Background: an optimization exercise with open tools, aiming at small area. Do not read the settings as production practice.
The RTL was checked by simulation tests, not by an equivalence proof against the original design.
Power is estimated from default activity; no workload was simulated.

File: config.mk
export PLATFORM = sky130hd
export DESIGN_NAME = video_frontend
export DESIGN_NICKNAME = video_frontend
export VERILOG_FILES = /design/flow/design.v
export SDC_FILE = /design/flow/constraint.sdc
export NUM_CORES = 4
export LEC_CHECK = 0
export CAP_MARGIN = 20
export CORE_MARGIN = 2
export CORE_UTILIZATION = 40
export GPL_TIMING_DRIVEN = 0
export SLEW_MARGIN = 20
File: constraint.sdc
create_clock -name core_clock -period 6.0 [get_ports {PCLK_i}]
set_input_delay 1.2000 -clock core_clock [delete_from_list [all_inputs] [get_ports {PCLK_i}]]
set_output_delay 1.2000 -clock core_clock [all_outputs]
set_load 0.01 [all_outputs]
File: standard.sh
#!/bin/bash
# synth_recipe.tcl (not shown) runs the flow's synth.tcl, then flattens the netlist and writes it again
# the make line also repeats each setting of config.mk as NAME=value (left out here)
make -C /OpenROAD-flow-scripts/flow DESIGN_CONFIG=/design/flow/config.mk WORK_HOME=/design/flow/orfs CLKGATE_MAP_FILE= SYNTH_SCRIPT=/design/flow/synth_recipe.tcl "${@:-finish}"
File: flow/polfix.py
#!/usr/bin/env python3
"""Full-adder output polarity clean-up on a Yosys netlist of sky130 cells.

FA(~a, ~b, ~c) = (~SUM, ~COUT). Where a full adder's outputs feed inverters, the adder is
rebuilt on the complements of its inputs, which removes the output inverters; an input
that is itself an inverter's output is replaced by that inverter's input. A flip is made
only when it removes more inverters than it adds. Inverters left without loads are
deleted. Usage: polfix.py IN.v OUT.v
"""
import re
import sys
from collections import defaultdict

OUTPINS = {'X', 'Y', 'Q', 'Q_N', 'SUM', 'COUT', 'HI', 'LO'}
INV = re.compile(r'sky130_fd_sc_hd__(clk)?inv_\d+$')


def main(src, dst):
    text = open(src).read()
    head_end = text.index('\n  sky130_fd_sc_hd__') if '\n  sky130_fd_sc_hd__' in text else None
    cell_re = re.compile(r'^  (sky130_fd_sc_hd__\w+) (\\\S+ |\S+) \((.*?)\n  \);\n', re.S | re.M)
    cells = {}
    order = []
    for m in cell_re.finditer(text):
        typ, name, body = m.group(1), m.group(2), m.group(3)
        pins = {}
        for pm in re.finditer(r'\.(\w+)\((.*?)\)(?=,?\n)', body + '\n'):
            pins[pm.group(1)] = pm.group(2)
        cells[name] = [typ, pins]
        order.append(name)
    first = cell_re.search(text).start()
    last = list(cell_re.finditer(text))[-1].end()
    head, tail = text[:first], text[last:]
    rest = cell_re.sub('', text[first:last])
    assert rest.strip() == '', 'unparsed text between cells: ' + rest.strip()[:200]
    # ports and anything named outside cells counts as external
    ports = set(re.findall(r'^\s*(?:input|output)\s+(?:\[\d+:\d+\]\s+)?(\S+);', head, re.M))

    def external(net):
        base = net.strip().split('[')[0].lstrip('\\')
        return base in ports or net.strip() in ports

    new_id = [0]

    def fresh():
        new_id[0] += 1
        return f'_pol{new_id[0]}_'

    def build():
        drv, loads = {}, defaultdict(list)
        for n, (t, p) in cells.items():
            for pin, net in p.items():
                if pin in OUTPINS:
                    drv[net] = (n, pin)
                else:
                    loads[net].append((n, pin))
        return drv, loads

    def is_inv(n):
        return n in cells and INV.match(cells[n][0])

    new_wires = []
    changed = True
    flips = 0
    done = set()
    while changed:
        changed = False
        drv, loads = build()
        inv_of = {}   # net -> an existing inverter output carrying ~net
        for n, (t, p) in cells.items():
            if INV.match(t):
                inv_of.setdefault(p['A'], p['Y'])
        for n in list(cells):
            if n in done or n not in cells or cells[n][0] not in ('sky130_fd_sc_hd__fa_1', 'sky130_fd_sc_hd__fa_2', 'sky130_fd_sc_hd__fa_4'):
                continue
            t, p = cells[n]
            gain = 0
            outs = {}
            ok = True
            for o in ('SUM', 'COUT'):
                net = p[o]
                if external(net):
                    ok = False
                    break
                ls = loads.get(net, [])
                invs = [l for l in ls if is_inv(l[0]) and l[1] == 'A']
                direct = [l for l in ls if not (is_inv(l[0]) and l[1] == 'A')]
                outs[o] = (invs, direct)
                gain += len(invs)
                if direct:
                    gain -= 1
            if not ok:
                continue
            ins = {}
            for i in ('A', 'B', 'CIN'):
                net = p[i]
                if net.strip() in ("1'h0", "1'h1", "1'b0", "1'b1"):
                    ins[i] = ('const', None)
                    continue
                d = drv.get(net)
                if d and is_inv(d[0]) and d[1] == 'Y':
                    src = cells[d[0]][1]['A']
                    # inverter freed if the FA is its only load
                    only = len(loads.get(net, [])) == 1
                    ins[i] = ('unwrap', src)
                    if only:
                        gain += 1
                elif net in inv_of:
                    ins[i] = ('reuse', inv_of[net])
                else:
                    ins[i] = ('new', None)
                    gain -= 1
            if gain <= 0:
                continue
            # apply the flip
            for i, (kind, val) in ins.items():
                net = p[i]
                if kind == 'const':
                    p[i] = "1'h1" if net.strip().endswith('0') else "1'h0"
                elif kind in ('unwrap', 'reuse'):
                    p[i] = val
                else:
                    w = fresh()
                    new_wires.append(w)
                    cells[fresh().replace('_pol', '_polinv')] = ['sky130_fd_sc_hd__inv_1', {'A': net, 'Y': w}]
                    p[i] = w
            for o, (invs, direct) in outs.items():
                net = p[o]
                w = fresh()
                new_wires.append(w)
                p[o] = w          # now carries ~old
                for (iname, _) in invs:
                    y = cells[iname][1]['Y']
                    # loads of ~old now read w directly
                    for (ln, lp) in loads.get(y, []):
                        if ln in cells:
                            cells[ln][1][lp] = w
                    if external(y):
                        cells[fresh().replace('_pol', '_polbuf')] = ['sky130_fd_sc_hd__buf_1', {'A': w, 'X': y}]
                    del cells[iname]
                if direct:
                    cells[fresh().replace('_pol', '_polinv')] = ['sky130_fd_sc_hd__inv_1', {'A': w, 'Y': net}]
            flips += 1
            done.add(n)
            changed = True
            break   # rebuild maps
    # remove inverters without loads
    while True:
        drv, loads = build()
        dead = [n for n, (t, p) in cells.items() if INV.match(t) and not loads.get(p['Y']) and not external(p['Y'])]
        if not dead:
            break
        for n in dead:
            del cells[n]
    out = [head.rstrip('\n') + '\n']
    for w in new_wires:
        out.append(f'  wire {w};\n')
    for n, (t, p) in cells.items():
        pins = ',\n'.join(f'    .{k}({v})' for k, v in p.items())
        out.append(f'  {t} {n} (\n{pins}\n  );\n')
    out.append(tail.lstrip('\n') if tail.startswith('\n') else tail)
    open(dst, 'w').write(''.join(out))
    ninv = sum(1 for t, p in cells.values() if INV.match(t))
    print(f'polfix: {flips} full adders flipped, {ninv} inverters left', file=sys.stderr)


if __name__ == '__main__':
    main(sys.argv[1], sys.argv[2])
File: flow/run.sh
#!/bin/bash
# The standard layout (the standard.sh) with three changes:
# - after the standard synthesis, flow/polfix.py rebuilds full adders whose outputs only
#   feed inverters on the complements of their inputs, which drops those inverters
#   (FA(~a,~b,~c) = ~FA(a,b,c)); registers and everything else stay as synthesized;
# - the port buffers are the smallest buffer cell;
# - clock tree synthesis uses clkbuf_8 in clusters of 16 sinks, without dummy loads.
# Logs: make_synth.log, polfix.log, make.log here, each tool's own in orfs/logs.
set -euo pipefail
KNOBS=("BUFFER_PORTS_ARGS=-buffer_cell sky130_fd_sc_hd__buf_1"
       "CTS_ARGS=-sink_clustering_enable -repair_clock_nets -dont_use_dummy_load -buf_list sky130_fd_sc_hd__clkbuf_8 -sink_clustering_size 16 -sink_clustering_max_diameter 60")
bash standard.sh "${KNOBS[@]}" synth > make_synth.log 2>&1
R=orfs/results/sky130hd/video_frontend/base
cp "$R/1_2_yosys.v" "$R/1_2_yosys.std.v"
python3 flow/polfix.py "$R/1_2_yosys.std.v" "$R/1_2_yosys.pol.v" > polfix.log 2>&1
mv "$R/1_2_yosys.pol.v" "$R/1_2_yosys.v"
rm -f "$R/1_synth.odb" "$R/1_synth.sdc"
bash standard.sh "${KNOBS[@]}" finish > make.log 2>&1
File: design.v
package video_frontend_pkg;
    typedef logic [7:0] pixel_t;
    typedef logic [11:0] hcount_t;
    typedef logic [10:0] vcount_t;
    typedef enum logic {
        CSC_BT601 = 1'b0,
        CSC_BT709 = 1'b1
    } csc_std_e;
endpackage
`timescale 1ns/1ps
module sync_timing_decode (
    input  logic        PCLK_i,
    input  logic        rst_n_i,
    input  logic        hs_i,
    input  logic        vs_i,
    input  logic        hsync_pol_i,
    input  logic        vsync_pol_i,
    input  logic [11:0] h_synclen_i,
    input  logic [11:0] h_backporch_i,
    input  logic [11:0] h_active_i,
    input  logic [10:0] v_synclen_i,
    input  logic [10:0] v_backporch_i,
    input  logic [10:0] v_active_i,
    output logic        hsync_o,
    output logic        vsync_o,
    output logic        de_o,
    output logic [10:0] xpos_o,
    output logic [10:0] ypos_o,
    output logic        frame_change_o,
    output logic [10:0] lines_total_o
);
    logic [11:0] h_cnt;
    logic [10:0] v_cnt;
    logic        hs_np_q;
    logic        vs_np_q;
    logic        vs_pending;
    logic [4:0]  hsync_sr;
    logic [4:0]  vsync_sr;
    logic [4:0]  de_sr;
    logic [10:0] xpos_sr [5];
    logic [10:0] ypos_sr [5];
    wire hs_np       = hs_i ^ ~hsync_pol_i;
    wire vs_np       = vs_i ^ ~vsync_pol_i;
    wire line_start  = hs_np_q & ~hs_np;
    wire vs_fall     = vs_np_q & ~vs_np;
    wire frame_start = line_start & vs_pending;
    wire [11:0] h_inc = h_cnt + 12'd1;
    wire [10:0] v_inc = v_cnt + 11'd1;
    function automatic logic carry12(input logic [11:0] a, input logic [11:0] b, input logic cin);
        logic c;
        c = cin;
        for (int i = 0; i < 12; i++)
            c = (a[i] & b[i]) | (c & (a[i] | b[i]));
        carry12 = c;
    endfunction
    function automatic logic [12:0] add12(input logic [11:0] a, input logic [11:0] b, input logic cin);
        logic [11:0] g, p;
        logic        c, c1;
        g = a & b;
        p = a ^ b;
        c = cin;
        for (int j = 0; j < 12; j += 2) begin
            c1 = g[j] | (p[j] & c);
            add12[j]   = p[j] ^ c;
            add12[j+1] = p[j+1] ^ c1;
            c = g[j+1] | (p[j+1] & g[j]) | (p[j+1] & p[j] & c);
        end
        add12[12] = c;
    endfunction
    wire [11:0] h_start = h_synclen_i + h_backporch_i;
    wire [12:0] h_diff_c = add12(h_cnt, ~h_start, 1'b1);
    wire [12:0] h_diff  = {~h_diff_c[12], h_diff_c[11:0]};
    wire [12:0] h_endc  = {1'b0, h_start} + {1'b0, h_active_i};
    wire        h_in    = ~h_diff[12] & ~carry12(h_start, h_active_i, 1'b0) & ~carry12(h_diff[11:0], ~h_active_i, 1'b1);
    wire [10:0] v_start = v_synclen_i + v_backporch_i;
    wire [12:0] v_diff_c = add12({1'b0, v_cnt}, {1'b1, ~v_start}, 1'b1);
    wire [11:0] v_diff  = {v_diff_c[11], v_diff_c[10:0]};
    wire [11:0] v_endc  = {1'b0, v_start} + {1'b0, v_active_i};
    wire        v_in    = ~v_diff[11] & ~carry12({1'b0, v_start}, {1'b0, v_active_i}, 1'b0) & ~carry12({1'b0, v_diff[10:0]}, {1'b1, ~v_active_i}, 1'b1);
    always_ff @(posedge PCLK_i or negedge rst_n_i) begin
        if (!rst_n_i) begin
            hs_np_q        <= 1'b0;
            vs_np_q        <= 1'b0;
            vs_pending     <= 1'b0;
            h_cnt          <= '0;
            v_cnt          <= '0;
            hsync_sr       <= '1;
            vsync_sr       <= '1;
            de_sr          <= '0;
            frame_change_o <= 1'b0;
            lines_total_o  <= '0;
        end else begin
            hs_np_q        <= hs_np;
            vs_np_q        <= vs_np;
            frame_change_o <= frame_start;
            vs_pending     <= vs_fall | (vs_pending & ~frame_start);
            hsync_sr[4:1]  <= hsync_sr[3:0];
            vsync_sr[4:1]  <= vsync_sr[3:0];
            de_sr          <= {de_sr[3:0], h_in & v_in};
            if (line_start) begin
                h_cnt       <= '0;
                hsync_sr[0] <= 1'b0;
                if (vs_pending) begin
                    v_cnt         <= 11'd1;
                    lines_total_o <= v_cnt;
                    vsync_sr[0]   <= 1'b0;
                end else begin
                    v_cnt <= v_inc;
                    if (v_inc == v_synclen_i)
                        vsync_sr[0] <= 1'b1;
                end
            end else begin
                h_cnt <= h_inc;
                if (h_inc == h_synclen_i)
                    hsync_sr[0] <= 1'b1;
            end
        end
    end
    always_ff @(posedge PCLK_i) begin
        xpos_sr[0] <= h_diff[10:0];
        ypos_sr[0] <= v_diff[10:0];
        for (int i = 1; i < 5; i++) begin
            xpos_sr[i] <= xpos_sr[i-1];
            ypos_sr[i] <= ypos_sr[i-1];
        end
    end
    assign hsync_o = hsync_sr[4];
    assign vsync_o = vsync_sr[4];
    assign de_o    = de_sr[4];
    assign xpos_o  = xpos_sr[4];
    assign ypos_o  = ypos_sr[4];
endmodule
`timescale 1ns/1ps
module csc_pre (
    input  logic [7:0]    r,
    input  logic [7:0]    b,
    input  logic          std,
    output logic [2:0] gc
);
    wire g0_lo_w0 = (std ? ~r[2] : ~r[1]) ^ (std & ~r[0]) ^ 1'b1;
    wire g0_lo_w1 = ((std ? ~r[2] : ~r[1]) & (std & ~r[0])) | (1'b1 & ((std ? ~r[2] : ~r[1]) ^ (std & ~r[0])));
    wire g0_lo_w2 = (std ? ~r[3] : ~r[2]) ^ (std ? ~r[1] : ~r[0]) ^ 1'b1;
    wire g0_lo_w3 = ((std ? ~r[3] : ~r[2]) & (std ? ~r[1] : ~r[0])) | (1'b1 & ((std ? ~r[3] : ~r[2]) ^ (std ? ~r[1] : ~r[0])));
    wire g0_lo_w4 = (std ? ~r[4] : ~r[3]) ^ (std ? ~r[2] : ~r[1]) ^ g0_lo_w3;
    wire g0_lo_w5 = ((std ? ~r[4] : ~r[3]) & (std ? ~r[2] : ~r[1])) | (g0_lo_w3 & ((std ? ~r[4] : ~r[3]) ^ (std ? ~r[2] : ~r[1])));
    wire g0_lo_w6 = (std ? ~r[5] : ~r[4]) ^ (std ? ~r[3] : ~r[2]) ^ g0_lo_w5;
    wire g0_lo_w7 = ((std ? ~r[5] : ~r[4]) & (std ? ~r[3] : ~r[2])) | (g0_lo_w5 & ((std ? ~r[5] : ~r[4]) ^ (std ? ~r[3] : ~r[2])));
    wire g0_lo_w8 = ~r[0] ^ (std ? ~r[6] : ~r[5]) ^ (std ? ~r[4] : ~r[3]);
    wire g0_lo_w9 = (~r[0] & (std ? ~r[6] : ~r[5])) | ((std ? ~r[4] : ~r[3]) & (~r[0] ^ (std ? ~r[6] : ~r[5])));
    wire g0_lo_w10 = 1'b1 ^ g0_lo_w8 ^ g0_lo_w7;
    wire g0_lo_w11 = (1'b1 & g0_lo_w8) | (g0_lo_w7 & (1'b1 ^ g0_lo_w8));
    wire g0_lo_w12 = ~r[1] ^ (std ? ~r[7] : ~r[6]) ^ (std ? ~r[5] : ~r[4]);
    wire g0_lo_w13 = (~r[1] & (std ? ~r[7] : ~r[6])) | ((std ? ~r[5] : ~r[4]) & (~r[1] ^ (std ? ~r[7] : ~r[6])));
    wire g0_lo_w14 = std ^ g0_lo_w9 ^ g0_lo_w12;
    wire g0_lo_w15 = (std & g0_lo_w9) | (g0_lo_w12 & (std ^ g0_lo_w9));
    wire g0_lo_w16 = ~r[2] ^ (~std & ~r[7]) ^ (std ? ~r[6] : ~r[5]);
    wire g0_lo_w17 = (~r[2] & (~std & ~r[7])) | ((std ? ~r[6] : ~r[5]) & (~r[2] ^ (~std & ~r[7])));
    wire g0_lo_w18 = 1'b1 ^ g0_lo_w13 ^ g0_lo_w16;
    wire g0_lo_w19 = (1'b1 & g0_lo_w13) | (g0_lo_w16 & (1'b1 ^ g0_lo_w13));
    wire g0_lo_w20 = ~r[3] ^ (std ? ~r[7] : ~r[6]) ^ (~std & r[0]);
    wire g0_lo_w21 = (~r[3] & (std ? ~r[7] : ~r[6])) | ((~std & r[0]) & (~r[3] ^ (std ? ~r[7] : ~r[6])));
    wire g0_lo_w22 = ~std ^ g0_lo_w17 ^ g0_lo_w20;
    wire g0_lo_w23 = (~std & g0_lo_w17) | (g0_lo_w20 & (~std ^ g0_lo_w17));
    wire g0_lo_w24 = ~r[4] ^ r[0] ^ (~std & ~r[7]);
    wire g0_lo_w25 = (~r[4] & r[0]) | ((~std & ~r[7]) & (~r[4] ^ r[0]));
    wire g0_lo_w26 = (~std & r[1]) ^ std ^ g0_lo_w21;
    wire g0_lo_w27 = ((~std & r[1]) & std) | (g0_lo_w21 & ((~std & r[1]) ^ std));
    wire g0_lo_w28 = g0_lo_w24 ^ g0_lo_w23 ^ g0_lo_w26;
    wire g0_lo_w29 = (g0_lo_w24 & g0_lo_w23) | (g0_lo_w26 & (g0_lo_w24 ^ g0_lo_w23));
    wire g0_lo_w30 = g0_lo_w25 ^ g0_lo_w27 ^ g0_lo_w29;
    wire g0_lo_w31 = (g0_lo_w25 & g0_lo_w27) | (g0_lo_w29 & (g0_lo_w25 ^ g0_lo_w27));
    wire [11:0] g0_lo_a = {1'b0, g0_lo_w31, g0_lo_w30, g0_lo_w28, g0_lo_w19, g0_lo_w15, g0_lo_w14, g0_lo_w10, g0_lo_w6, g0_lo_w4, g0_lo_w1, g0_lo_w0};
    wire [11:0] g0_lo_b = {1'b0, 1'b0, 1'b0, 1'b0, g0_lo_w22, g0_lo_w18, g0_lo_w11, 1'b0, 1'b0, 1'b0, g0_lo_w2, 1'b0};
    wire [12:0] g0_lo_c;
    assign g0_lo_c[0] = 1'b0;
    wire [11:0] g0_lo;
    for (genvar i = 0; i < 12; i++) begin : g0_lo_rc
        assign g0_lo[i] = g0_lo_a[i] ^ g0_lo_b[i] ^ g0_lo_c[i];
        assign g0_lo_c[i+1] = (g0_lo_a[i] & g0_lo_b[i]) | (g0_lo_c[i] & (g0_lo_a[i] ^ g0_lo_b[i]));
    end
    wire g1_lo_w0 = (std ? ~b[5] : b[7]) ^ (std & ~b[2]) ^ ~std;
    wire g1_lo_w1 = ((std ? ~b[5] : b[7]) & (std & ~b[2])) | (~std & ((std ? ~b[5] : b[7]) ^ (std & ~b[2])));
    wire g1_lo_w2 = (std & ~b[6]) ^ (std & ~b[3]) ^ 1'b1;
    wire g1_lo_w3 = ((std & ~b[6]) & (std & ~b[3])) | (1'b1 & ((std & ~b[6]) ^ (std & ~b[3])));
    wire g1_lo_w4 = (std & ~b[7]) ^ (std & ~b[4]) ^ 1'b1;
    wire g1_lo_w5 = ((std & ~b[7]) & (std & ~b[4])) | (1'b1 & ((std & ~b[7]) ^ (std & ~b[4])));
    wire g1_lo_w6 = (std & ~b[5]) ^ 1'b1 ^ g1_lo_w5;
    wire g1_lo_w7 = ((std & ~b[5]) & 1'b1) | (g1_lo_w5 & ((std & ~b[5]) ^ 1'b1));
    wire g1_lo_w8 = (std ? ~b[6] : b[0]) ^ 1'b1 ^ g1_lo_w7;
    wire g1_lo_w9 = ((std ? ~b[6] : b[0]) & 1'b1) | (g1_lo_w7 & ((std ? ~b[6] : b[0]) ^ 1'b1));
    wire g1_lo_w10 = (std ? ~b[7] : b[1]) ^ (std ? ~b[0] : b[0]) ^ 1'b1;
    wire g1_lo_w11 = ((std ? ~b[7] : b[1]) & (std ? ~b[0] : b[0])) | (1'b1 & ((std ? ~b[7] : b[1]) ^ (std ? ~b[0] : b[0])));
    wire g1_lo_w12 = (~std & b[2]) ^ (std ? ~b[1] : b[1]) ^ 1'b1;
    wire g1_lo_w13 = ((~std & b[2]) & (std ? ~b[1] : b[1])) | (1'b1 & ((~std & b[2]) ^ (std ? ~b[1] : b[1])));
    wire g1_lo_w14 = b[0] ^ (~std & b[3]) ^ (std ? ~b[2] : b[2]);
    wire g1_lo_w15 = (b[0] & (~std & b[3])) | ((std ? ~b[2] : b[2]) & (b[0] ^ (~std & b[3])));
    wire g1_lo_w16 = 1'b1 ^ g1_lo_w13 ^ g1_lo_w14;
    wire g1_lo_w17 = (1'b1 & g1_lo_w13) | (g1_lo_w14 & (1'b1 ^ g1_lo_w13));
    wire g1_lo_w18 = b[1] ^ (~std & b[4]) ^ (std ? ~b[3] : b[3]);
    wire g1_lo_w19 = (b[1] & (~std & b[4])) | ((std ? ~b[3] : b[3]) & (b[1] ^ (~std & b[4])));
    wire g1_lo_w20 = 1'b1 ^ g1_lo_w15 ^ g1_lo_w18;
    wire g1_lo_w21 = (1'b1 & g1_lo_w15) | (g1_lo_w18 & (1'b1 ^ g1_lo_w15));
    wire [11:0] g1_lo_a = {1'b0, 1'b0, g1_lo_w19, g1_lo_w17, g1_lo_w16, g1_lo_w11, g1_lo_w10, g1_lo_w8, g1_lo_w6, g1_lo_w3, g1_lo_w1, g1_lo_w0};
    wire [11:0] g1_lo_b = {1'b0, 1'b0, g1_lo_w21, g1_lo_w20, 1'b0, g1_lo_w12, g1_lo_w9, 1'b0, 1'b0, g1_lo_w4, g1_lo_w2, 1'b0};
    wire [12:0] g1_lo_c;
    assign g1_lo_c[0] = 1'b0;
    wire [11:0] g1_lo;
    for (genvar i = 0; i < 12; i++) begin : g1_lo_rc
        assign g1_lo[i] = g1_lo_a[i] ^ g1_lo_b[i] ^ g1_lo_c[i];
        assign g1_lo_c[i+1] = (g1_lo_a[i] & g1_lo_b[i]) | (g1_lo_c[i] & (g1_lo_a[i] ^ g1_lo_b[i]));
    end
    assign gc = 3'(g0_lo[11:9]) + 3'(g1_lo[11:9]) - 3'd0;
endmodule
module csc_comb (
    input  logic [7:0]    r,
    input  logic [7:0]    y,
    input  logic [7:0]    b,
    input  logic          std,
    input  logic [2:0] gc,
    output logic [7:0]    r_o,
    output logic [7:0]    g_o,
    output logic [7:0]    b_o
);
    wire R_sum_w0 = (std ? r[6] : r[3]) ^ (std ? ~r[4] : ~r[0]) ^ 1'b1;
    wire R_sum_w1 = ((std ? r[6] : r[3]) & (std ? ~r[4] : ~r[0])) | (1'b1 & ((std ? r[6] : r[3]) ^ (std ? ~r[4] : ~r[0])));
    wire R_sum_w2 = (std ? r[7] : r[4]) ^ (std ? ~r[5] : ~r[1]) ^ (std & r[0]);
    wire R_sum_w3 = ((std ? r[7] : r[4]) & (std ? ~r[5] : ~r[1])) | ((std & r[0]) & ((std ? r[7] : r[4]) ^ (std ? ~r[5] : ~r[1])));
    wire R_sum_w4 = std ^ R_sum_w1 ^ R_sum_w2;
    wire R_sum_w5 = (std & R_sum_w1) | (R_sum_w2 & (std ^ R_sum_w1));
    wire R_sum_w6 = (~std & r[5]) ^ (std ? ~r[6] : ~r[2]) ^ (std & r[1]);
    wire R_sum_w7 = ((~std & r[5]) & (std ? ~r[6] : ~r[2])) | ((std & r[1]) & ((~std & r[5]) ^ (std ? ~r[6] : ~r[2])));
    wire R_sum_w8 = std ^ R_sum_w3 ^ R_sum_w6;
    wire R_sum_w9 = (std & R_sum_w3) | (R_sum_w6 & (std ^ R_sum_w3));
    wire R_sum_w10 = (~std & r[6]) ^ (std ? ~r[7] : ~r[3]) ^ (std ? r[2] : ~r[0]);
    wire R_sum_w11 = ((~std & r[6]) & (std ? ~r[7] : ~r[3])) | ((std ? r[2] : ~r[0]) & ((~std & r[6]) ^ (std ? ~r[7] : ~r[3])));
    wire R_sum_w12 = ~std ^ R_sum_w7 ^ R_sum_w10;
    wire R_sum_w13 = (~std & R_sum_w7) | (R_sum_w10 & (~std ^ R_sum_w7));
    wire R_sum_w14 = (~std & r[7]) ^ (~std & ~r[4]) ^ (std ? r[3] : ~r[1]);
    wire R_sum_w15 = ((~std & r[7]) & (~std & ~r[4])) | ((std ? r[3] : ~r[1]) & ((~std & r[7]) ^ (~std & ~r[4])));
    wire R_sum_w16 = (std ? r[0] : ~r[0]) ^ std ^ R_sum_w11;
    wire R_sum_w17 = ((std ? r[0] : ~r[0]) & std) | (R_sum_w11 & ((std ? r[0] : ~r[0]) ^ std));
    wire R_sum_w18 = R_sum_w14 ^ R_sum_w13 ^ R_sum_w16;
    wire R_sum_w19 = (R_sum_w14 & R_sum_w13) | (R_sum_w16 & (R_sum_w14 ^ R_sum_w13));
    wire R_sum_w20 = (~std & ~r[5]) ^ (std ? r[4] : ~r[2]) ^ (std ? r[1] : ~r[1]);
    wire R_sum_w21 = ((~std & ~r[5]) & (std ? r[4] : ~r[2])) | ((std ? r[1] : ~r[1]) & ((~std & ~r[5]) ^ (std ? r[4] : ~r[2])));
    wire R_sum_w22 = std ^ R_sum_w15 ^ R_sum_w20;
    wire R_sum_w23 = (std & R_sum_w15) | (R_sum_w20 & (std ^ R_sum_w15));
    wire R_sum_w24 = R_sum_w17 ^ R_sum_w22 ^ R_sum_w19;
    wire R_sum_w25 = (R_sum_w17 & R_sum_w22) | (R_sum_w19 & (R_sum_w17 ^ R_sum_w22));
    wire R_sum_w26 = (~std & ~r[6]) ^ (std ? r[5] : ~r[3]) ^ (std ? r[2] : ~r[2]);
    wire R_sum_w27 = ((~std & ~r[6]) & (std ? r[5] : ~r[3])) | ((std ? r[2] : ~r[2]) & ((~std & ~r[6]) ^ (std ? r[5] : ~r[3])));
    wire R_sum_w28 = std ^ R_sum_w21 ^ R_sum_w26;
    wire R_sum_w29 = (std & R_sum_w21) | (R_sum_w26 & (std ^ R_sum_w21));
    wire R_sum_w30 = R_sum_w23 ^ R_sum_w28 ^ R_sum_w25;
    wire R_sum_w31 = (R_sum_w23 & R_sum_w28) | (R_sum_w25 & (R_sum_w23 ^ R_sum_w28));
    wire R_sum_w32 = r[0] ^ (~std & ~r[7]) ^ (std ? r[6] : ~r[4]);
    wire R_sum_w33 = (r[0] & (~std & ~r[7])) | ((std ? r[6] : ~r[4]) & (r[0] ^ (~std & ~r[7])));
    wire R_sum_w34 = (std ? r[3] : ~r[3]) ^ 1'b1 ^ R_sum_w27;
    wire R_sum_w35 = ((std ? r[3] : ~r[3]) & 1'b1) | (R_sum_w27 & ((std ? r[3] : ~r[3]) ^ 1'b1));
    wire R_sum_w36 = R_sum_w32 ^ R_sum_w29 ^ R_sum_w34;
    wire R_sum_w37 = (R_sum_w32 & R_sum_w29) | (R_sum_w34 & (R_sum_w32 ^ R_sum_w29));
    wire R_sum_w38 = y[0] ^ r[1] ^ r[0];
    wire R_sum_w39 = (y[0] & r[1]) | (r[0] & (y[0] ^ r[1]));
    wire R_sum_w40 = (std ? r[7] : ~r[5]) ^ (std ? r[4] : ~r[4]) ^ ~std;
    wire R_sum_w41 = ((std ? r[7] : ~r[5]) & (std ? r[4] : ~r[4])) | (~std & ((std ? r[7] : ~r[5]) ^ (std ? r[4] : ~r[4])));
    wire R_sum_w42 = R_sum_w33 ^ R_sum_w38 ^ R_sum_w40;
    wire R_sum_w43 = (R_sum_w33 & R_sum_w38) | (R_sum_w40 & (R_sum_w33 ^ R_sum_w38));
    wire R_sum_w44 = R_sum_w35 ^ R_sum_w42 ^ R_sum_w37;
    wire R_sum_w45 = (R_sum_w35 & R_sum_w42) | (R_sum_w37 & (R_sum_w35 ^ R_sum_w42));
    wire R_sum_w46 = y[1] ^ r[2] ^ r[1];
    wire R_sum_w47 = (y[1] & r[2]) | (r[1] & (y[1] ^ r[2]));
    wire R_sum_w48 = (~std & ~r[6]) ^ (std ? r[5] : ~r[5]) ^ 1'b1;
    wire R_sum_w49 = ((~std & ~r[6]) & (std ? r[5] : ~r[5])) | (1'b1 & ((~std & ~r[6]) ^ (std ? r[5] : ~r[5])));
    wire R_sum_w50 = R_sum_w39 ^ R_sum_w41 ^ R_sum_w46;
    wire R_sum_w51 = (R_sum_w39 & R_sum_w41) | (R_sum_w46 & (R_sum_w39 ^ R_sum_w41));
    wire R_sum_w52 = R_sum_w48 ^ R_sum_w43 ^ R_sum_w50;
    wire R_sum_w53 = (R_sum_w48 & R_sum_w43) | (R_sum_w50 & (R_sum_w48 ^ R_sum_w43));
    wire R_sum_w54 = y[2] ^ r[3] ^ r[2];
    wire R_sum_w55 = (y[2] & r[3]) | (r[2] & (y[2] ^ r[3]));
    wire R_sum_w56 = (~std & ~r[7]) ^ (std ? r[6] : ~r[6]) ^ std;
    wire R_sum_w57 = ((~std & ~r[7]) & (std ? r[6] : ~r[6])) | (std & ((~std & ~r[7]) ^ (std ? r[6] : ~r[6])));
    wire R_sum_w58 = R_sum_w47 ^ R_sum_w49 ^ R_sum_w54;
    wire R_sum_w59 = (R_sum_w47 & R_sum_w49) | (R_sum_w54 & (R_sum_w47 ^ R_sum_w49));
    wire R_sum_w60 = R_sum_w56 ^ R_sum_w51 ^ R_sum_w58;
    wire R_sum_w61 = (R_sum_w56 & R_sum_w51) | (R_sum_w58 & (R_sum_w56 ^ R_sum_w51));
    wire R_sum_w62 = y[3] ^ r[4] ^ r[3];
    wire R_sum_w63 = (y[3] & r[4]) | (r[3] & (y[3] ^ r[4]));
    wire R_sum_w64 = (std ? r[7] : ~r[7]) ^ R_sum_w55 ^ R_sum_w57;
    wire R_sum_w65 = ((std ? r[7] : ~r[7]) & R_sum_w55) | (R_sum_w57 & ((std ? r[7] : ~r[7]) ^ R_sum_w55));
    wire R_sum_w66 = R_sum_w62 ^ R_sum_w59 ^ R_sum_w64;
    wire R_sum_w67 = (R_sum_w62 & R_sum_w59) | (R_sum_w64 & (R_sum_w62 ^ R_sum_w59));
    wire R_sum_w68 = y[4] ^ r[5] ^ r[4];
    wire R_sum_w69 = (y[4] & r[5]) | (r[4] & (y[4] ^ r[5]));
    wire R_sum_w70 = 1'b1 ^ R_sum_w63 ^ R_sum_w68;
    wire R_sum_w71 = (1'b1 & R_sum_w63) | (R_sum_w68 & (1'b1 ^ R_sum_w63));
    wire R_sum_w72 = R_sum_w65 ^ R_sum_w70 ^ R_sum_w67;
    wire R_sum_w73 = (R_sum_w65 & R_sum_w70) | (R_sum_w67 & (R_sum_w65 ^ R_sum_w70));
    wire R_sum_w74 = y[5] ^ r[6] ^ r[5];
    wire R_sum_w75 = (y[5] & r[6]) | (r[5] & (y[5] ^ r[6]));
    wire R_sum_w76 = 1'b1 ^ R_sum_w69 ^ R_sum_w74;
    wire R_sum_w77 = (1'b1 & R_sum_w69) | (R_sum_w74 & (1'b1 ^ R_sum_w69));
    wire R_sum_w78 = R_sum_w71 ^ R_sum_w76 ^ R_sum_w73;
    wire R_sum_w79 = (R_sum_w71 & R_sum_w76) | (R_sum_w73 & (R_sum_w71 ^ R_sum_w76));
    wire R_sum_w80 = y[6] ^ r[7] ^ r[6];
    wire R_sum_w81 = (y[6] & r[7]) | (r[6] & (y[6] ^ r[7]));
    wire R_sum_w82 = R_sum_w75 ^ R_sum_w80 ^ R_sum_w77;
    wire R_sum_w83 = (R_sum_w75 & R_sum_w80) | (R_sum_w77 & (R_sum_w75 ^ R_sum_w80));
    wire R_sum_w84 = y[7] ^ r[7] ^ R_sum_w81;
    wire R_sum_w85 = (y[7] & r[7]) | (R_sum_w81 & (y[7] ^ r[7]));
    wire [23:0] R_sum = {1'b1, 1'b1, R_sum_w84, R_sum_w82, R_sum_w78, R_sum_w72, R_sum_w61, R_sum_w53, R_sum_w52, R_sum_w44, R_sum_w36, R_sum_w30, R_sum_w24, R_sum_w18, R_sum_w9, R_sum_w5, R_sum_w4, R_sum_w0, 1'b0, 1'b0, 1'b0, 1'b0, 1'b0, 1'b0} + {1'b0, R_sum_w85, R_sum_w83, R_sum_w79, 1'b0, 1'b0, R_sum_w66, R_sum_w60, R_sum_w45, 1'b0, R_sum_w31, 1'b0, 1'b0, 1'b0, R_sum_w12, R_sum_w8, 1'b0, 1'b0, 1'b0, 1'b0, 1'b0, 1'b0, 1'b0, 1'b0};
    wire [9:0] R_s = R_sum[23:14];
    wire G_sum_w0 = y[0] ^ r[5] ^ ~r[1];
    wire G_sum_w1 = (y[0] & r[5]) | (~r[1] & (y[0] ^ r[5]));
    wire G_sum_w2 = (~std & ~r[2]) ^ ~b[2] ^ (~std & ~b[5]);
    wire G_sum_w3 = ((~std & ~r[2]) & ~b[2]) | ((~std & ~b[5]) & ((~std & ~r[2]) ^ ~b[2]));
    wire G_sum_w4 = (std ? b[4] : ~b[4]) ^ ~gc[0] ^ 1'b1;
    wire G_sum_w5 = ((std ? b[4] : ~b[4]) & ~gc[0]) | (1'b1 & ((std ? b[4] : ~b[4]) ^ ~gc[0]));
    wire G_sum_w6 = G_sum_w0 ^ G_sum_w2 ^ G_sum_w4;
    wire G_sum_w7 = (G_sum_w0 & G_sum_w2) | (G_sum_w4 & (G_sum_w0 ^ G_sum_w2));
    wire G_sum_w8 = y[1] ^ r[6] ^ ~r[2];
    wire G_sum_w9 = (y[1] & r[6]) | (~r[2] & (y[1] ^ r[6]));
    wire G_sum_w10 = (~std & ~r[3]) ^ ~b[3] ^ (~std & ~b[6]);
    wire G_sum_w11 = ((~std & ~r[3]) & ~b[3]) | ((~std & ~b[6]) & ((~std & ~r[3]) ^ ~b[3]));
    wire G_sum_w12 = (std ? b[5] : ~b[5]) ^ ~gc[1] ^ std;
    wire G_sum_w13 = ((std ? b[5] : ~b[5]) & ~gc[1]) | (std & ((std ? b[5] : ~b[5]) ^ ~gc[1]));
    wire G_sum_w14 = G_sum_w1 ^ G_sum_w3 ^ G_sum_w5;
    wire G_sum_w15 = (G_sum_w1 & G_sum_w3) | (G_sum_w5 & (G_sum_w1 ^ G_sum_w3));
    wire G_sum_w16 = G_sum_w8 ^ G_sum_w10 ^ G_sum_w12;
    wire G_sum_w17 = (G_sum_w8 & G_sum_w10) | (G_sum_w12 & (G_sum_w8 ^ G_sum_w10));
    wire G_sum_w18 = G_sum_w7 ^ G_sum_w14 ^ G_sum_w16;
    wire G_sum_w19 = (G_sum_w7 & G_sum_w14) | (G_sum_w16 & (G_sum_w7 ^ G_sum_w14));
    wire G_sum_w20 = y[2] ^ r[7] ^ ~r[3];
    wire G_sum_w21 = (y[2] & r[7]) | (~r[3] & (y[2] ^ r[7]));
    wire G_sum_w22 = (~std & ~r[4]) ^ ~b[4] ^ (~std & ~b[7]);
    wire G_sum_w23 = ((~std & ~r[4]) & ~b[4]) | ((~std & ~b[7]) & ((~std & ~r[4]) ^ ~b[4]));
    wire G_sum_w24 = (std ? b[6] : ~b[6]) ^ ~gc[2] ^ G_sum_w9;
    wire G_sum_w25 = ((std ? b[6] : ~b[6]) & ~gc[2]) | (G_sum_w9 & ((std ? b[6] : ~b[6]) ^ ~gc[2]));
    wire G_sum_w26 = G_sum_w11 ^ G_sum_w13 ^ G_sum_w20;
    wire G_sum_w27 = (G_sum_w11 & G_sum_w13) | (G_sum_w20 & (G_sum_w11 ^ G_sum_w13));
    wire G_sum_w28 = G_sum_w22 ^ G_sum_w15 ^ G_sum_w17;
    wire G_sum_w29 = (G_sum_w22 & G_sum_w15) | (G_sum_w17 & (G_sum_w22 ^ G_sum_w15));
    wire G_sum_w30 = G_sum_w24 ^ G_sum_w26 ^ G_sum_w19;
    wire G_sum_w31 = (G_sum_w24 & G_sum_w26) | (G_sum_w19 & (G_sum_w24 ^ G_sum_w26));
    wire G_sum_w32 = y[3] ^ ~r[4] ^ (~std & ~r[5]);
    wire G_sum_w33 = (y[3] & ~r[4]) | ((~std & ~r[5]) & (y[3] ^ ~r[4]));
    wire G_sum_w34 = ~b[5] ^ (std ? b[7] : ~b[7]) ^ G_sum_w21;
    wire G_sum_w35 = (~b[5] & (std ? b[7] : ~b[7])) | (G_sum_w21 & (~b[5] ^ (std ? b[7] : ~b[7])));
    wire G_sum_w36 = G_sum_w23 ^ G_sum_w32 ^ G_sum_w25;
    wire G_sum_w37 = (G_sum_w23 & G_sum_w32) | (G_sum_w25 & (G_sum_w23 ^ G_sum_w32));
    wire G_sum_w38 = G_sum_w27 ^ G_sum_w34 ^ G_sum_w29;
    wire G_sum_w39 = (G_sum_w27 & G_sum_w34) | (G_sum_w29 & (G_sum_w27 ^ G_sum_w34));
    wire G_sum_w40 = G_sum_w36 ^ G_sum_w31 ^ G_sum_w38;
    wire G_sum_w41 = (G_sum_w36 & G_sum_w31) | (G_sum_w38 & (G_sum_w36 ^ G_sum_w31));
    wire G_sum_w42 = y[4] ^ ~r[5] ^ (~std & ~r[6]);
    wire G_sum_w43 = (y[4] & ~r[5]) | ((~std & ~r[6]) & (y[4] ^ ~r[5]));
    wire G_sum_w44 = ~b[6] ^ 1'b1 ^ G_sum_w33;
    wire G_sum_w45 = (~b[6] & 1'b1) | (G_sum_w33 & (~b[6] ^ 1'b1));
    wire G_sum_w46 = G_sum_w42 ^ G_sum_w35 ^ G_sum_w44;
    wire G_sum_w47 = (G_sum_w42 & G_sum_w35) | (G_sum_w44 & (G_sum_w42 ^ G_sum_w35));
    wire G_sum_w48 = G_sum_w37 ^ G_sum_w46 ^ G_sum_w39;
    wire G_sum_w49 = (G_sum_w37 & G_sum_w46) | (G_sum_w39 & (G_sum_w37 ^ G_sum_w46));
    wire G_sum_w50 = y[5] ^ ~r[6] ^ (~std & ~r[7]);
    wire G_sum_w51 = (y[5] & ~r[6]) | ((~std & ~r[7]) & (y[5] ^ ~r[6]));
    wire G_sum_w52 = ~b[7] ^ ~std ^ G_sum_w43;
    wire G_sum_w53 = (~b[7] & ~std) | (G_sum_w43 & (~b[7] ^ ~std));
    wire G_sum_w54 = G_sum_w50 ^ G_sum_w45 ^ G_sum_w52;
    wire G_sum_w55 = (G_sum_w50 & G_sum_w45) | (G_sum_w52 & (G_sum_w50 ^ G_sum_w45));
    wire G_sum_w56 = G_sum_w47 ^ G_sum_w54 ^ G_sum_w49;
    wire G_sum_w57 = (G_sum_w47 & G_sum_w54) | (G_sum_w49 & (G_sum_w47 ^ G_sum_w54));
    wire G_sum_w58 = y[6] ^ ~r[7] ^ ~std;
    wire G_sum_w59 = (y[6] & ~r[7]) | (~std & (y[6] ^ ~r[7]));
    wire G_sum_w60 = G_sum_w51 ^ G_sum_w58 ^ G_sum_w53;
    wire G_sum_w61 = (G_sum_w51 & G_sum_w58) | (G_sum_w53 & (G_sum_w51 ^ G_sum_w58));
    wire G_sum_w62 = G_sum_w55 ^ G_sum_w60 ^ G_sum_w57;
    wire G_sum_w63 = (G_sum_w55 & G_sum_w60) | (G_sum_w57 & (G_sum_w55 ^ G_sum_w60));
    wire G_sum_w64 = y[7] ^ std ^ G_sum_w59;
    wire G_sum_w65 = (y[7] & std) | (G_sum_w59 & (y[7] ^ std));
    wire G_sum_w66 = G_sum_w64 ^ G_sum_w61 ^ G_sum_w63;
    wire G_sum_w67 = (G_sum_w64 & G_sum_w61) | (G_sum_w63 & (G_sum_w64 ^ G_sum_w61));
    wire G_sum_w68 = 1'b1 ^ G_sum_w65 ^ G_sum_w67;
    wire G_sum_w69 = (1'b1 & G_sum_w65) | (G_sum_w67 & (1'b1 ^ G_sum_w65));
    wire [9:0] G_sum = {1'b1, G_sum_w68, G_sum_w66, G_sum_w62, G_sum_w56, G_sum_w41, G_sum_w40, G_sum_w28, G_sum_w18, G_sum_w6} + {G_sum_w69, 1'b0, 1'b0, 1'b0, 1'b0, G_sum_w48, 1'b0, G_sum_w30, 1'b0, 1'b0};
    wire [9:0] G_s = G_sum;
    wire B_sum_w0 = (std ? b[5] : ~b[3]) ^ (std & ~b[0]) ^ 1'b1;
    wire B_sum_w1 = ((std ? b[5] : ~b[3]) & (std & ~b[0])) | (1'b1 & ((std ? b[5] : ~b[3]) ^ (std & ~b[0])));
    wire B_sum_w2 = (std ? b[6] : ~b[4]) ^ (std ? ~b[1] : b[0]) ^ B_sum_w1;
    wire B_sum_w3 = ((std ? b[6] : ~b[4]) & (std ? ~b[1] : b[0])) | (B_sum_w1 & ((std ? b[6] : ~b[4]) ^ (std ? ~b[1] : b[0])));
    wire B_sum_w4 = (std ? b[7] : ~b[5]) ^ (std ? ~b[2] : b[1]) ^ (std ? ~b[0] : b[0]);
    wire B_sum_w5 = ((std ? b[7] : ~b[5]) & (std ? ~b[2] : b[1])) | ((std ? ~b[0] : b[0]) & ((std ? b[7] : ~b[5]) ^ (std ? ~b[2] : b[1])));
    wire B_sum_w6 = (~std & ~b[6]) ^ (std ? ~b[3] : b[2]) ^ (std ? ~b[1] : b[1]);
    wire B_sum_w7 = ((~std & ~b[6]) & (std ? ~b[3] : b[2])) | ((std ? ~b[1] : b[1]) & ((~std & ~b[6]) ^ (std ? ~b[3] : b[2])));
    wire B_sum_w8 = (~std & ~b[7]) ^ (std ? ~b[4] : b[3]) ^ (std ? ~b[2] : b[2]);
    wire B_sum_w9 = ((~std & ~b[7]) & (std ? ~b[4] : b[3])) | ((std ? ~b[2] : b[2]) & ((~std & ~b[7]) ^ (std ? ~b[4] : b[3])));
    wire B_sum_w10 = ~std ^ B_sum_w7 ^ B_sum_w8;
    wire B_sum_w11 = (~std & B_sum_w7) | (B_sum_w8 & (~std ^ B_sum_w7));
    wire B_sum_w12 = (std ? ~b[5] : b[4]) ^ (std ? ~b[3] : b[3]) ^ (std & ~b[0]);
    wire B_sum_w13 = ((std ? ~b[5] : b[4]) & (std ? ~b[3] : b[3])) | ((std & ~b[0]) & ((std ? ~b[5] : b[4]) ^ (std ? ~b[3] : b[3])));
    wire B_sum_w14 = 1'b1 ^ B_sum_w9 ^ B_sum_w12;
    wire B_sum_w15 = (1'b1 & B_sum_w9) | (B_sum_w12 & (1'b1 ^ B_sum_w9));
    wire B_sum_w16 = (std ? ~b[6] : b[5]) ^ (std ? ~b[4] : b[4]) ^ (std ? ~b[1] : ~b[0]);
    wire B_sum_w17 = ((std ? ~b[6] : b[5]) & (std ? ~b[4] : b[4])) | ((std ? ~b[1] : ~b[0]) & ((std ? ~b[6] : b[5]) ^ (std ? ~b[4] : b[4])));
    wire B_sum_w18 = B_sum_w13 ^ B_sum_w16 ^ B_sum_w15;
    wire B_sum_w19 = (B_sum_w13 & B_sum_w16) | (B_sum_w15 & (B_sum_w13 ^ B_sum_w16));
    wire B_sum_w20 = (std ? ~b[7] : b[6]) ^ (std ? ~b[5] : b[5]) ^ (std ? ~b[2] : ~b[1]);
    wire B_sum_w21 = ((std ? ~b[7] : b[6]) & (std ? ~b[5] : b[5])) | ((std ? ~b[2] : ~b[1]) & ((std ? ~b[7] : b[6]) ^ (std ? ~b[5] : b[5])));
    wire B_sum_w22 = std ^ B_sum_w17 ^ B_sum_w20;
    wire B_sum_w23 = (std & B_sum_w17) | (B_sum_w20 & (std ^ B_sum_w17));
    wire B_sum_w24 = y[0] ^ (~std & b[7]) ^ (std ? ~b[6] : b[6]);
    wire B_sum_w25 = (y[0] & (~std & b[7])) | ((std ? ~b[6] : b[6]) & (y[0] ^ (~std & b[7])));
    wire B_sum_w26 = (std ? ~b[3] : ~b[2]) ^ 1'b1 ^ B_sum_w21;
    wire B_sum_w27 = ((std ? ~b[3] : ~b[2]) & 1'b1) | (B_sum_w21 & ((std ? ~b[3] : ~b[2]) ^ 1'b1));
    wire B_sum_w28 = B_sum_w24 ^ B_sum_w23 ^ B_sum_w26;
    wire B_sum_w29 = (B_sum_w24 & B_sum_w23) | (B_sum_w26 & (B_sum_w24 ^ B_sum_w23));
    wire B_sum_w30 = y[1] ^ b[0] ^ (std ? ~b[7] : b[7]);
    wire B_sum_w31 = (y[1] & b[0]) | ((std ? ~b[7] : b[7]) & (y[1] ^ b[0]));
    wire B_sum_w32 = (std ? ~b[4] : ~b[3]) ^ B_sum_w25 ^ B_sum_w30;
    wire B_sum_w33 = ((std ? ~b[4] : ~b[3]) & B_sum_w25) | (B_sum_w30 & ((std ? ~b[4] : ~b[3]) ^ B_sum_w25));
    wire B_sum_w34 = B_sum_w27 ^ B_sum_w32 ^ B_sum_w29;
    wire B_sum_w35 = (B_sum_w27 & B_sum_w32) | (B_sum_w29 & (B_sum_w27 ^ B_sum_w32));
    wire B_sum_w36 = y[2] ^ b[1] ^ (std ? ~b[5] : ~b[4]);
    wire B_sum_w37 = (y[2] & b[1]) | ((std ? ~b[5] : ~b[4]) & (y[2] ^ b[1]));
    wire B_sum_w38 = 1'b1 ^ B_sum_w31 ^ B_sum_w36;
    wire B_sum_w39 = (1'b1 & B_sum_w31) | (B_sum_w36 & (1'b1 ^ B_sum_w31));
    wire B_sum_w40 = B_sum_w33 ^ B_sum_w38 ^ B_sum_w35;
    wire B_sum_w41 = (B_sum_w33 & B_sum_w38) | (B_sum_w35 & (B_sum_w33 ^ B_sum_w38));
    wire B_sum_w42 = y[3] ^ b[2] ^ (std ? ~b[6] : ~b[5]);
    wire B_sum_w43 = (y[3] & b[2]) | ((std ? ~b[6] : ~b[5]) & (y[3] ^ b[2]));
    wire B_sum_w44 = 1'b1 ^ B_sum_w37 ^ B_sum_w42;
    wire B_sum_w45 = (1'b1 & B_sum_w37) | (B_sum_w42 & (1'b1 ^ B_sum_w37));
    wire B_sum_w46 = B_sum_w39 ^ B_sum_w44 ^ B_sum_w41;
    wire B_sum_w47 = (B_sum_w39 & B_sum_w44) | (B_sum_w41 & (B_sum_w39 ^ B_sum_w44));
    wire B_sum_w48 = y[4] ^ b[3] ^ (std ? ~b[7] : ~b[6]);
    wire B_sum_w49 = (y[4] & b[3]) | ((std ? ~b[7] : ~b[6]) & (y[4] ^ b[3]));
    wire B_sum_w50 = ~std ^ B_sum_w43 ^ B_sum_w48;
    wire B_sum_w51 = (~std & B_sum_w43) | (B_sum_w48 & (~std ^ B_sum_w43));
    wire B_sum_w52 = B_sum_w45 ^ B_sum_w50 ^ B_sum_w47;
    wire B_sum_w53 = (B_sum_w45 & B_sum_w50) | (B_sum_w47 & (B_sum_w45 ^ B_sum_w50));
    wire B_sum_w54 = y[5] ^ b[4] ^ (~std & ~b[7]);
    wire B_sum_w55 = (y[5] & b[4]) | ((~std & ~b[7]) & (y[5] ^ b[4]));
    wire B_sum_w56 = std ^ B_sum_w49 ^ B_sum_w54;
    wire B_sum_w57 = (std & B_sum_w49) | (B_sum_w54 & (std ^ B_sum_w49));
    wire B_sum_w58 = B_sum_w51 ^ B_sum_w56 ^ B_sum_w53;
    wire B_sum_w59 = (B_sum_w51 & B_sum_w56) | (B_sum_w53 & (B_sum_w51 ^ B_sum_w56));
    wire B_sum_w60 = y[6] ^ b[5] ^ 1'b1;
    wire B_sum_w61 = (y[6] & b[5]) | (1'b1 & (y[6] ^ b[5]));
    wire B_sum_w62 = B_sum_w55 ^ B_sum_w60 ^ B_sum_w57;
    wire B_sum_w63 = (B_sum_w55 & B_sum_w60) | (B_sum_w57 & (B_sum_w55 ^ B_sum_w60));
    wire B_sum_w64 = y[7] ^ b[6] ^ 1'b1;
    wire B_sum_w65 = (y[7] & b[6]) | (1'b1 & (y[7] ^ b[6]));
    wire B_sum_w66 = B_sum_w61 ^ B_sum_w64 ^ B_sum_w63;
    wire B_sum_w67 = (B_sum_w61 & B_sum_w64) | (B_sum_w63 & (B_sum_w61 ^ B_sum_w64));
    wire B_sum_w68 = b[7] ^ B_sum_w65 ^ B_sum_w67;
    wire B_sum_w69 = (b[7] & B_sum_w65) | (B_sum_w67 & (b[7] ^ B_sum_w65));
    wire [22:0] B_sum = {1'b1, B_sum_w68, B_sum_w66, B_sum_w62, B_sum_w58, B_sum_w52, B_sum_w46, B_sum_w40, B_sum_w34, B_sum_w28, B_sum_w22, B_sum_w18, B_sum_w11, B_sum_w10, B_sum_w5, B_sum_w4, B_sum_w2, B_sum_w0, 1'b0, 1'b0, 1'b0, 1'b0, 1'b0} + {B_sum_w69, 1'b0, 1'b0, B_sum_w59, 1'b0, 1'b0, 1'b0, 1'b0, 1'b0, 1'b0, B_sum_w19, 1'b0, B_sum_w14, 1'b0, B_sum_w6, B_sum_w3, 1'b0, 1'b0, 1'b0, 1'b0, 1'b0, 1'b0, 1'b0};
    wire [9:0] B_s = B_sum[22:13];
    function automatic logic [7:0] clamp_sum(input logic [9:0] s);
        if (s[9])
            clamp_sum = 8'h00;
        else if (s[8])
            clamp_sum = 8'hFF;
        else
            clamp_sum = s[7:0];
    endfunction
    assign r_o = clamp_sum(R_s);
    assign g_o = clamp_sum(G_s);
    assign b_o = clamp_sum(B_s);
endmodule
module csc_execute (
    input  logic       PCLK_i,
    input  logic [7:0] r_i,
    input  logic [7:0] g_i,
    input  logic [7:0] b_i,
    input  logic       csc_enable_i,
    input  logic       csc_std_i,
    output logic [7:0] r_o,
    output logic [7:0] g_o,
    output logic [7:0] b_o
);
    logic [7:0]    r_s1, g_s1, b_s1;
    logic          en_s1, std_s1;
    logic [2:0] gc, gc_s1;
    logic [7:0]    r_c, g_c, b_c;
    logic [23:0]   px_sr [4];
    csc_pre csc_pre_inst (
        .r(r_i), .b(b_i), .std(csc_std_i), .gc(gc)
    );
    csc_comb csc_comb_inst (
        .r(r_s1), .y(g_s1), .b(b_s1), .std(std_s1), .gc(gc_s1),
        .r_o(r_c), .g_o(g_c), .b_o(b_c)
    );
    always_ff @(posedge PCLK_i) begin
        {r_s1, g_s1, b_s1, en_s1, std_s1, gc_s1} <= {r_i, g_i, b_i, csc_enable_i, csc_std_i, gc};
        px_sr[0] <= en_s1 ? {r_c, g_c, b_c} : {r_s1, g_s1, b_s1};
        for (int i = 1; i < 4; i++)
            px_sr[i] <= px_sr[i-1];
    end
    assign {r_o, g_o, b_o} = px_sr[3];
endmodule
`timescale 1ns/1ps
module video_frontend (
    input  logic         PCLK_i,
    input  logic         rst_n_i,
    input  logic [7:0]   r_i,
    input  logic [7:0]   g_i,
    input  logic [7:0]   b_i,
    input  logic         hs_i,
    input  logic         vs_i,
    input  logic         hsync_pol_i,
    input  logic         vsync_pol_i,
    input  logic         csc_enable_i,
    input  logic         csc_std_i,
    input  logic [11:0]  h_total_i,
    input  logic [11:0]  h_active_i,
    input  logic [11:0]  h_synclen_i,
    input  logic [11:0]  h_backporch_i,
    input  logic [10:0]  v_active_i,
    input  logic [10:0]  v_synclen_i,
    input  logic [10:0]  v_backporch_i,
    output logic [7:0]   r_o,
    output logic [7:0]   g_o,
    output logic [7:0]   b_o,
    output logic         hsync_o,
    output logic         vsync_o,
    output logic         de_o,
    output logic [10:0]  xpos_o,
    output logic [10:0]  ypos_o,
    output logic [10:0]  lines_total_o,
    output logic         frame_change_o
);
    sync_timing_decode sync_timing_decode_inst (
        .PCLK_i         (PCLK_i),
        .rst_n_i        (rst_n_i),
        .hs_i           (hs_i),
        .vs_i           (vs_i),
        .hsync_pol_i    (hsync_pol_i),
        .vsync_pol_i    (vsync_pol_i),
        .h_synclen_i    (h_synclen_i),
        .h_backporch_i  (h_backporch_i),
        .h_active_i     (h_active_i),
        .v_synclen_i    (v_synclen_i),
        .v_backporch_i  (v_backporch_i),
        .v_active_i     (v_active_i),
        .hsync_o        (hsync_o),
        .vsync_o        (vsync_o),
        .de_o           (de_o),
        .xpos_o         (xpos_o),
        .ypos_o         (ypos_o),
        .frame_change_o (frame_change_o),
        .lines_total_o  (lines_total_o)
    );
    csc_execute csc_execute_inst (
        .PCLK_i       (PCLK_i),
        .r_i          (r_i),
        .g_i          (g_i),
        .b_i          (b_i),
        .csc_enable_i (csc_enable_i),
        .csc_std_i    (csc_std_i),
        .r_o          (r_o),
        .g_o          (g_o),
        .b_o          (b_o)
    );
endmodule
==> run_results.csv, run 1 <==
group,metric,value,unit
critical_path,path_class,"reg2reg",
place,dpl_worst_slack,-0.8593,ns
cells_and_area,drive_above_1_share,4.645,%
critical_path,worstPathArrival,6.17,ns
die,coreArea,35310,µm²
min_path,hp-class,"reg2reg",
sta,holdWs,0.2703,ns
cells_and_area,fillers,3338,
synth,avgSynthCellArea,11.20,µm²
pwr,ir_drop,321.8,µV
pwr,total_power,6.100,mW
clock_tree,cts_buffers,28,
cells_and_area,final_area,15900,µm²
sta,final-hold-violation-count,0,
cells_and_area,multiInputGateArea,7492,µm²
clock_tree,clk_latency,0.58,ns
sta,worstMarginPinSlew,0.6895,ns
die,start_util,40.34,%
sta,finClkSkew,0.05671,ns
critical_path,start_kind,"register",
sta,fin_crit_sh,94.93,%
cells_and_area,antennaDiodeCount,0,
drt,ant_nets,0,
clock_tree,clk_path_buf_depth,3,
synth,syn-num-nets,1623,
clock_tree,cts-root-buf,"clkbuf_8",
sta,slew_viol_final,0,
global_routing,grt_antenna_before_repair,1,
pwr,p_leak,7.194,nW
global_routing,track_usage,15.43,%
die,placementRows,69,
min_path,hp-start,"csc_execute_inst.px_sr[0][3]$_DFF_P_",
cells_and_area,area_growth,11.60,%
place,place_inst,1895,
critical_path,crit_required,6.47,ns
global_routing,grt-ovfl-total,0,
cells_and_area,layout.nets,1817,
global_routing,grt_pass1_vias,9004,
sta,setup_ws,0.3040,ns
synth,synth_warnings,6,
drt,wl,27860,µm
critical_path,cp-startpoint,"csc_execute_inst.std_s1$_DFF_P_",
drt,wl_per_cell,14.47,µm
critical_path,endpoint_kind,"register",
run_status,outcome,"complete, no violations",
synth,syn_inst,1272,
die,die_h,192.7,µm
sta,maxSlewHeadroom,54.03,%
die,fp.dieW,192.7,µm
critical_path,worstPathMaxFanout,29,
sta,fmax,0.1756,GHz
synth,syn_area,14240,µm²
clock_tree,clk_pin_slew,0.09,ns
cells_and_area,final_cell_count_no_fill,1925,
run,drv_cap,0,
drt,routed_via_density,4.679,
cells_and_area,final_util,45.02,%
critical_path,r2r-start,"csc_execute_inst.std_s1$_DFF_P_",
clock_tree,cts_htree_levels,1,
place,dpl.hpwl,22680,µm
sta,rsz0062_at_grt,"no",
global_routing,grt_pass1_wl,45100,µm
clock_tree,cts_tree,"done",
cells_and_area,seqCellArea,6047,µm²
sta,setup_viol,0,
pwr,p_per_area,383.7,nW/µm²
sta,tns,0,ns
global_routing,grt_max_degree,30,
place,placed_area,15450,µm²
drt,drtIter0Drc,307,
place,portBuffers,161,
die,io_pins,174,
place,gp_congestion,0.8425,
die,die-area,37140,µm²
drt,drc_errors,0,
sta,fin_crit,5.696,ns
drt,firstDrtPassIters,5,
drt,vias,9007,
clock_tree,clock-sinks,288,
==> critical path, cell delays in order, from the launching register on <==
cell	delay, ns
dfxtp_4	0.37
inv_2	0.12
buf_12	0.21
ha_1	0.32
inv_1	0.07
fa_1	0.53
fa_1	0.17
inv_1	0.05
fa_1	0.42
fa_1	0.41
fa_1	0.41
fa_1	0.40
fa_1	0.39
fa_1	0.38
ha_1	0.36
a41oi_2	0.20
or3_1	0.40
a21oi_4	0.25
a22o_1	0.16
==> per-layer routing <==
layer | wire length [µm] | track usage [%] | share of wire [%] | vias up
met5 | 13 | 0 | 0.047 | -
met4 | 574 | 4.521 | 2.1 | 2
met3 | 1687 | 3.455 | 6.1 | 39
met2 | 13460 | 26.47 | 48 | 201
met1 | 12130 | 19.39 | 44 | 4227
li1 | - | - | - | 4538
==> power by group <==
group | leakage [nW] | internal (mW) | switching (mW)
sequential | 2.66 | 2.58 | 0.186
combinational | 4.33 | 1.05 | 1.29
clock | 0.201 | 0.412 | 0.580
total | 7.19 | 4.04 | 2.06
==> repair_timing <==
action,in CTS,in global routing
hold buffers,0,0
buffers inserted,0,2
cloned,0,0
pin swaps,0,0
gates resized for setup,6,5
endpoints found under the setup margin,24,19
==> flip-flops by register name, summed over array words and instances, names as in the netlist, 8 cells and up <==
register	cells
csc_execute_inst.px_sr	96
sync_timing_decode_inst.xpos_sr	55
sync_timing_decode_inst.ypos_sr	55
sync_timing_decode_inst.h_cnt	12
sync_timing_decode_inst.lines_total_o	11
sync_timing_decode_inst.v_cnt	11
csc_execute_inst.b_s1	8
csc_execute_inst.g_s1	8
csc_execute_inst.r_s1	8
==> layout by cell type (no fill, tap or decap), drive strengths merged, types with 7 or more instances in the layout <==
cell type    n
a21boi       7
a21o        19
a21oi       42
a22o         8
a31oi       11
and2        10
buf        166
clkbuf      46
dfrtp       43
dfstp       10
dfxtp      235
fa         119
ha         119
inv        176
maj3        16
mux2        14
mux2i        8
nand2       71
nand2b      10
nand3       18
nor2        53
nor2b        7
nor3        13
o21ai       45
o21bai      11
o22ai       10
xnor2       62
xor2        42
==> cell type report <==
| class | count | share of cell area [%] |
|---|---|---|
| well taps | 461 | 3.628 |
| clock buffers | 28 | 2.424 |
| inverters | 177 | 4.179 |
| plain buffers | 20 | 0.5745 |
| repair buffers | 164 | 4.030 |
| multi-input cells | 787 | 47.13 |
| flip-flops and latches | 288 | 38.04 |
==> final timing paths <==
kind                                                            endpoint  slack, ns  depth (start not counted)
hold reg to reg                     csc_execute_inst.px_sr[1][3]$_DFF_P_       0.27                          0
hold / removal                      csc_execute_inst.px_sr[1][3]$_DFF_P_       0.27                          0
setup reg to reg                    csc_execute_inst.px_sr[0][2]$_DFF_P_       0.30                         18
setup / recovery                    csc_execute_inst.px_sr[0][2]$_DFF_P_       0.30                         18
min in group asynchronous      sync_timing_decode_inst.hs_np_q$_DFF_PN0_       0.66                          1
max in group asynchronous  sync_timing_decode_inst.vsync_sr[2]$_DFF_PN1_       4.67                          2
==> run 2, diff against run 1 <==
--- a/flow/run.sh
+++ b/flow/run.sh
@@ -6,3 +6,3 @@
 # - the port buffers are the smallest buffer cell;
-# - clock tree synthesis uses clkbuf_8 in clusters of 16 sinks, without dummy loads.
+# - clock tree synthesis uses clkbuf_4 in clusters of 10 sinks, without dummy loads.
 # Logs: make_synth.log, polfix.log, make.log here, each tool's own in orfs/logs.
@@ -10,3 +10,3 @@
 KNOBS=("BUFFER_PORTS_ARGS=-buffer_cell sky130_fd_sc_hd__buf_1"
-       "CTS_ARGS=-sink_clustering_enable -repair_clock_nets -dont_use_dummy_load -buf_list sky130_fd_sc_hd__clkbuf_8 -sink_clustering_size 16 -sink_clustering_max_diameter 60")
+       "CTS_ARGS=-sink_clustering_enable -repair_clock_nets -dont_use_dummy_load -buf_list sky130_fd_sc_hd__clkbuf_4 -sink_clustering_size 10 -sink_clustering_max_diameter 50")
 bash standard.sh "${KNOBS[@]}" synth > make_synth.log 2>&1
==> run_results.csv, run 2 <==
group,metric,value,unit
run_status,outcome,"complete, no violations",
drt,ant_nets,0,
global_routing,grt_max_degree,30,
die,fp.dieW,192.7,µm
clock_tree,clk_pin_slew,0.09,ns
global_routing,grt_pass1_vias,9100,
critical_path,crit_required,6.56,ns
sta,setup_ws,0.3399,ns
drt,drc_errors,0,
critical_path,path_cells,"inv_2, buf_12, ha_1, inv_1, fa_1, fa_1, inv_1, fa_1, fa_1, fa_1, fa_1, fa_1, fa_1, ha_1, a41oi_2, or3_1, a21oi_4, a22o_1",
critical_path,r2r-end,"csc_execute_inst.px_sr[0][2]$_DFF_P_",
drt,drtIter0Drc,314,
critical_path,critPathMaxStageDelay,0.53,ns
critical_path,cp_slowest_cell,"fa_1",
critical_path,start_kind,"register",
cells_and_area,largestRegisters,"csc_execute_inst.px_sr: 96 flops, sync_timing_decode_inst.xpos_sr: 55 flops, sync_timing_decode_inst.ypos_sr: 55 flops",
cells_and_area,top_register,"csc_execute_inst.px_sr",
critical_path,r2r_slack,0.34,ns
cells_and_area,layout.nets,1829,
min_path,hold-path-cell-count,0,
sta,maxSlewHeadroom,54.05,%
die,io_pins,174,
cells_and_area,drive_above_1_share,5.352,%
die,die-area,37140,µm²
drt,wl_per_cell,14.46,µm
global_routing,track_usage,15.68,%
sta,finClkSkew,0.08926,ns
cells_and_area,largest_reg_flops,96,
critical_path,cpMostUsedCell,"fa_1",
drt,wl,28030,µm
sta,fin_crit_sh,94.34,%
drt,routed_via_density,4.691,
cells_and_area,area_growth,11.01,%
cells_and_area,final_util,44.79,%
clock_tree,clk_path_buf_depth,3,
die,coreArea,35310,µm²
critical_path,critical_path.top_delay_family,"adder cells",
critical_path,r2r_cells,18,
critical_path,r2r-start,"csc_execute_inst.std_s1$_DFF_P_",
run,drv_cap,0,
pwr,ir_drop,284.3,µV
pwr,p_leak,7.174,nW
clock_tree,cts-root-buf,"clkbuf_4",
drt,vias,9095,
pwr,p_per_area,379.4,nW/µm²
critical_path,path_class,"reg2reg",
global_routing,grt_antenna_before_repair,2,
place,gp_congestion,0.8425,
clock_tree,clk_latency,0.70,ns
drt,firstDrtPassIters,5,
place,portBuffers,161,
min_path,hp-class,"reg2reg",
synth,synth_warnings,6,
clock_tree,cts_tree,"done",
clock_tree,cts_htree_levels,2,
pwr,total_power,6.000,mW
cells_and_area,most-common-layout-cells,"dfxtp_1, inv_1, buf_1, fa_1, ha_1",
sta,holdWs,0.3001,ns
critical_path,worstPathMaxFanout,29,
sta,setup_viol,0,
place,dpl.hpwl,22680,µm
cells_and_area,final_area,15810,µm²
cells_and_area,mostFrequentLayoutCell,"dfxtp_1",
die,die_h,192.7,µm
sta,fmax,0.1767,GHz
sta,final-hold-violation-count,0,
min_path,hp-start,"sync_timing_decode_inst.xpos_sr[3][7]$_DFF_P_",
global_routing,grt-ovfl-total,0,
global_routing,grt_pass1_wl,45370,µm
critical_path,cp_num_buf_inv,4,
synth,avgSynthCellArea,11.20,µm²
die,placementRows,69,
synth,syn_area,14240,µm²
place,placed_area,15450,µm²
critical_path,worstPathArrival,6.22,ns
min_path,hold_path_end,"sync_timing_decode_inst.xpos_sr[4][7]$_DFF_P_",
synth,syn_inst,1272,
critical_path,endpoint_kind,"register",
clock_tree,cts_buffers,40,
synth,syn-num-nets,1623,
place,dpl_worst_slack,-0.8593,ns
sta,fin_crit,5.660,ns
sta,worstMarginPinSlew,0.6893,ns
sta,slew_viol_final,0,
sta,rsz0062_at_grt,"no",
die,start_util,40.34,%
clock_tree,clock-sinks,288,
==> run 2: layer usage <==
metal | global-route usage [%] | part of all wire [%] | vias to the layer above
met5 | 0 | 0.046 | -
met2 | 26.58 | 48 | 210
met4 | 5.314 | 2.5 | 2
met3 | 4.274 | 6.3 | 48
met1 | 19.20 | 43 | 4250
li1 | - | - | 4585
==> run 2: stage by stage <==
stage                     setup TNS (ns)  cells
after CTS                              0   1935
after global placement            -13.98   1894
after floorplan                        0   1272
after detailed placement          -14.13   1895
after global routing                   0   1939
final                                  0   1939
==> run 2: worst max-delay path by stage <==
stage | slack (ns) | to | cells past startpoint | from
2_1_floorplan | 0.04 | csc_execute_inst.px_sr[0][0]$_DFF_P_ | 18 | csc_execute_inst.std_s1$_DFF_P_
3_3_place_gp | -0.88 | csc_execute_inst.px_sr[0][0]$_DFF_P_ | 18 | csc_execute_inst.std_s1$_DFF_P_
3_5_place_dp | -0.86 | csc_execute_inst.px_sr[0][0]$_DFF_P_ | 18 | csc_execute_inst.std_s1$_DFF_P_
4_1_cts | 0.01 | csc_execute_inst.px_sr[0][2]$_DFF_P_ | 18 | csc_execute_inst.std_s1$_DFF_P_
5_1_grt | 0.02 | csc_execute_inst.px_sr[0][16]$_DFF_P_ | 18 | csc_execute_inst.std_s1$_DFF_P_
6_report | 0.34 | csc_execute_inst.px_sr[0][2]$_DFF_P_ | 18 | csc_execute_inst.std_s1$_DFF_P_
==> run 2: cell type report <==
type | count | area, µm²
Sequential cell | 288 | 6047
Multi-Input combinational cell | 787 | 7488
Tap cell | 461 | 576.8
Buffer | 20 | 91.34
Timing Repair Buffer | 164 | 640.6
Inverter | 177 | 664.4
Clock buffer | 40 | 300.3
Antenna cell | 2 | 5.005
Fill cell | 3362 | 19500
==> run 2: report_power, final <==
part	internal, mW	leakage (nW)	switching [mW]	total, mW
sequential	2.58	2.66	0.185	2.76
combinational	1.05	4.33	1.29	2.34
clock	0.306	0.184	0.590	0.896
==> run 2: what timing repair did <==
action,in CTS,in global routing
gates resized for setup,6,4
endpoints found under the setup margin,24,17
hold buffers,0,0
setup buffers,0,2

afterwards: timing with drivers on the ports:
No port has a modelled driver above. Below, the same layouts with a new extraction and two added sets of constraints. Step 1 sets driving cells, clkbuf_16 on the clock port and buf_2 on the other inputs (assumed; they add their load-dependent delay and slew). Step 2 also shifts input and output timing later by t, the mid clock arrival at the registers, as if the neighbouring blocks saw the same clock. Slacks: ideal / step 1 / step 2; pairs: ideal / step 1.
run	shift t [ns]	setup WS [ns]
run 1	0.603	0.304 / 0.304 / 0.159
run 2	0.702	0.340 / 0.340 / 0.133
After both steps setup and hold are still met in every run listed.
